Source: an optimization exercise on an open RTL-to-GDS flow (aim: small area). Production flows keep margins and buffers that such runs may drop. At most, simulation tests tie the RTL to the original design; equivalence was not proved. No activity file was given, so power comes from the tool's default toggle rates.

==> run Z <==
## lidar_roi_depth_estimator
module lidar_roi_depth_estimator (
  input  logic               clk,
  input  logic               rst_n,
  input  logic               start,
  output logic               busy,
  input  logic               in_op,
  input  logic [11:0]        in_box_center_col,
  input  logic [11:0]        in_box_center_row,
  input  logic [11:0]        in_box_width,
  input  logic [11:0]        in_box_height,
  input  logic signed [19:0] in_point_fwd,
  input  logic signed [19:0] in_point_left,
  input  logic signed [19:0] in_point_up,
  input  logic               in_last_point,
  output logic               out_valid,
  output logic               out_measured,
  output logic signed [20:0] out_depth_mm,
  output logic [16:0]        out_inside_count,
  input  logic               cfg_we,
  input  logic [2:0]         cfg_index,
  input  logic [15:0]        cfg_wdata
);
Settings: LEC_CHECK=0, CAP_MARGIN=20, CORE_MARGIN=2, CORE_UTILIZATION=40, SLEW_MARGIN=20; clock period 11.0 ns.
run.sh (not shown) runs the stock make flow with config.mk's settings and CLKGATE_MAP_FILE= SYNTH_SCRIPT=/design/flow/synth_recipe.tcl, a recipe that flattens the netlist after the stock synthesis.
==> inputs of run E, as changes to run Z <==
--- a/flow/design.v
+++ b/flow/design.v
@@ -53,18 +53,18 @@
   logic [11:0] bcol, brow;
   logic [9:0]  bhw, bhh;
   logic        have_box;
   logic [19:0] pf, pl, pu;
   logic        plast;
   logic [35:0] ring;
   logic [16:0] cnt;
   logic [19:0] A;
-  logic        ok, lneg, sticky, cznz, neg, outv;
-  logic        cxc, czc, rc;
+  logic        ok, lneg, cznz, outv, zf;
+  logic        cxc, czc;
   assign busy = (ph != P_IDLE);
   assign acc  = start && (ph == P_IDLE);
   logic        axis, isl, j0;
   logic        f_j, of_j, offa_j, pa_j, cx_j, cz_j, cxci, czci;
   assign axis = e[1];
   assign isl  = ~e[0];
   assign j0   = (j == 6'd0);
   always_comb begin
@@ -117,47 +117,45 @@
           default: begin
             if (cz_j) braw = {6'd0, axis ? bhh : bhw, 4'd0};
             inv = isl ? last_bit : ~last_bit;
           end
         endcase
       end
       P_CNT: begin
         gate_a = 1'b1;
-        braw   = {3'd0, cnt};
+        if (!zf) braw = {3'd0, cnt};
       end
       P_DIV: begin
         braw = {3'd0, cnt};
         inv  = 1'b1;
       end
       default: ;
     endcase
   end
-  assign ain = gate_a ? 20'd0 : A;
+  assign ain = gate_a ? {20{(ph == P_EVAL) && isl && lneg}} : A;
   assign bop = braw ^ {20{inv}};
-  assign cin = inv ^ dlt ^ (ph == P_CNT);
+  assign cin = inv ^ dlt ^ (ph == P_CNT && ok);
   assign sum = ain + bop + {19'd0, cin};
-  logic sum_pos, in_e, czpos;
-  assign sum_pos = !sum[19] && ((sum != 20'd0) || sticky);
-  assign in_e    = isl ? (lneg ? sum_pos : !sum[19]) : sum[19];
+  logic in_e, czpos;
+  assign in_e    = sum[19] ^ isl;
   assign czpos   = !cz_j && cznz;      
   logic ra, rb, rci, rnew;
   always_comb begin
     ra  = ring[0];
     rb  = 1'b0;
     rci = 1'b0;
     case (ph)
-      P_SUM: begin rb = f_j;  rci = j0 ? 1'b0 : rc; end
-      P_NEG: begin ra = ~ring[0]; rci = j0 ? 1'b1 : rc; end
-      default: begin ra = ring[0] ^ neg; rb = of_j; rci = j0 ? neg : rc; end
+      P_SUM: begin ra = ring[0] & !zf; rb = f_j; rci = j0 ? 1'b0 : czc; end
+      P_NEG: begin ra = ~ring[0]; rci = j0 ? 1'b1 : czc; end
+      P_DEP: begin ra = (ring[0] ^ lneg) & !zf; rb = of_j & !zf; rci = j0 ? (lneg & !zf) : czc; end
+      default: ;
     endcase
     rnew = ra ^ rb ^ rci;
   end
-  logic clr;
-  assign clr = !rst_n || outv || (acc && !in_op);
   always_ff @(posedge clk) begin
     if (acc && !in_op) begin
       bcol <= in_box_center_col;
       brow <= in_box_center_row;
       bhw  <= in_box_width[11:2];
       bhh  <= in_box_height[11:2];
     end
     if (acc && in_op) begin
@@ -174,39 +172,41 @@
       end
       P_CNT: if (sub == 2'd0) A <= sum;
       P_DIV: begin
         if (sub == 2'd0) A <= {(j0 ? 19'd0 : A[18:0]), ring[35]};
         else if (!sum[19]) A <= sum;
       end
       default: ;
     endcase
-    if (clr) ring <= '0;
-    else if (ph == P_SUM || ph == P_NEG || ph == P_DEP) ring <= {rnew, ring[35:1]};
+    if (ph == P_SUM || ph == P_NEG || ph == P_DEP) ring <= {rnew, ring[35:1]};
     else if (ph == P_DIV && sub == 2'd1) ring <= {ring[34:0], !sum[19]};
-    if (clr) cnt <= '0;
-    else if (ph == P_CNT && sub == 2'd1) cnt <= A[16:0];
+    if (ph == P_CNT && sub == 2'd1) cnt <= A[16:0];
     if (ph == P_EVAL && sub == 2'd3) begin
       cxc <= (offa_j & ~pa_j) | (offa_j & cxci) | (~pa_j & cxci);
       czc <= (f_j & of_j) | (f_j & czci) | (of_j & czci);
-      sticky <= (j0 ? 1'b0 : sticky) | sum[0];
+    end else if (ph != P_EVAL) begin
+      czc <= (ra & rb) | (ra & rci) | (rb & rci);
+    end
+    if (ph == P_EVAL && sub == 2'd3) begin
       cznz <= (j0 ? 1'b0 : cznz) | cz_j;
     end
-    rc <= (ra & rb) | (ra & rci) | (rb & rci);
     if (ph == P_PRE && sub == 2'd1) lneg <= sum[19];
     if (!rst_n) begin
       ph       <= P_IDLE;
       outv     <= 1'b0;
       have_box <= 1'b0;
+      zf       <= 1'b1;
       j        <= '0;
       sub      <= '0;
       e        <= '0;
     end else begin
       outv <= 1'b0;
       if (acc && !in_op) have_box <= 1'b1;
+      if ((acc && !in_op) || outv) zf <= 1'b1;
       case (ph)
         P_IDLE: begin
           j   <= '0;
           sub <= '0;
           e   <= '0;
           if (acc && in_op) begin
             ph <= P_PRE;
             ok <= have_box && !cnt[16];
@@ -236,25 +236,25 @@
           j <= j + 6'd1;
           if (j == 6'd35) begin
             j  <= '0;
             ph <= P_CNT;
           end
         end
         P_CNT: begin
           sub <= sub + 2'd1;
-          if (sub == 2'd1 || !ok) begin
+          if (sub == 2'd1 || !(ok || (plast && zf))) begin
             sub <= '0;
+            if (ok) zf <= 1'b0;
             if (!plast) ph <= P_IDLE;
-            else if (ok || cnt != 17'd0) begin
-              neg <= ring[35];
-              ph  <= ring[35] ? P_NEG : P_DIV;
+            else if (ok || !zf) begin
+              lneg <= ring[35];
+              ph   <= ring[35] ? P_NEG : P_DIV;
             end else begin
-              outv <= 1'b1;
-              ph   <= P_IDLE;
+              ph <= P_DEP;
             end
           end
         end
         P_NEG: begin
           j <= j + 6'd1;
           if (j == 6'd35) begin
             j  <= '0;
             ph <= P_DIV;
@@ -278,12 +278,12 @@
             ph   <= P_IDLE;
           end
         end
         default: ph <= P_IDLE;
       endcase
     end
   end
   assign out_valid        = outv;
-  assign out_measured     = (cnt != 17'd0);
+  assign out_measured     = !zf;
   assign out_depth_mm     = ring[20:0];
   assign out_inside_count = cnt;
 endmodule
==> flow/flow/run.sh (new file) <==
#!/bin/bash
# Standard ORFS layout with two changes: port buffers use the smallest buffer cell, and the
# clock tree uses clkbuf_16 with larger sink clusters and no dummy loads.
set -euo pipefail
bash standard.sh \
  "BUFFER_PORTS_ARGS=-buffer_cell sky130_fd_sc_hd__buf_1" \
  "CTS_ARGS=-sink_clustering_enable -repair_clock_nets -dont_use_dummy_load -buf_list sky130_fd_sc_hd__clkbuf_16 -sink_clustering_size 30 -sink_clustering_max_diameter 100" \
  finish > make_finish.log 2>&1
==> flow/standard.sh (new file) <==
#!/bin/bash
# synth_recipe.tcl (not shown) runs the flow's synth.tcl, then flattens the netlist and writes it again
# the make line also repeats each setting of config.mk as NAME=value (left out here)
make -C /OpenROAD-flow-scripts/flow DESIGN_CONFIG=/design/flow/config.mk WORK_HOME=/design/flow/orfs CLKGATE_MAP_FILE= SYNTH_SCRIPT=/design/flow/synth_recipe.tcl "${@:-finish}"
removed: flow/run.sh
==> comparison table <==
item                                                               run E        run Z
Run status                              no timing/DRC/antenna violations  no timing/DRC/antenna violations
Post-Synthesis Cell Area                                      0.0147 mm2   0.0151 mm2
Area inside the core boundary                                 0.0364 mm2   0.0375 mm2
Wire length on met2                                             16100 um     18400 um
Final-layout clock-cell area share                                0.0217       0.0674
Number of cells produced by synthesis                               1033         1244
Total of plain and repair buffers excluding clock buffers            186          195
Leakage                                                       0.00527 uW   0.00617 uW
Seq power                                                        1600 uW      1540 uW
Final hold slack                                                0.474 ns     0.473 ns
Post-synthesis register bit count                                    311          313
X dimension of the die                                            196 um       198 um
CTS H-tree lvls                                                        1            2
Critical-path maximum fanout                                          23           18
Delay contributed by the slowest stage of the critical path      0.86 ns      1.05 ns
Final estimated routing congestion in global placement             0.897        0.871
Sequential standard cell area                                0.00917 mm2  0.00871 mm2
Sw frac                                                            0.331        0.323
Only the layout flow was run in run E; the RTL was not checked for function there.

-- what the ideal ports hide --
The flow's constraints put no driver on any port. The routed layouts listed below were extracted and timed again, unchanged, in two steps.
Step 1, drivers: a clkbuf_16 drives clk and a buf_2 each remaining input, both assumed.
Step 2 moves the port delays by t, midway between the first and last clock arrival at a register: inputs arrive t later, outputs are due t later. That takes back most of the time a late clock gives input paths.
Slacks: ideal ports / drivers / drivers and shift; pairs: ideal ports / drivers.
run | shift t [ns] | setup WS [ns] | hold slack, ns | latest minus earliest clock arrival (ns) | pins driven straight from the clock port
run Z | 0.581 | 2.797 / 2.797 / 2.797 | 0.473 / 0.473 / 0.473 | 0.026 / 0.026 | 1
run E | 0.544 | 2.897 / 2.897 / 2.897 | 0.474 / 0.474 / 0.474 | 0.069 / 0.069 | 1
After both steps setup and hold are still met in every run listed.
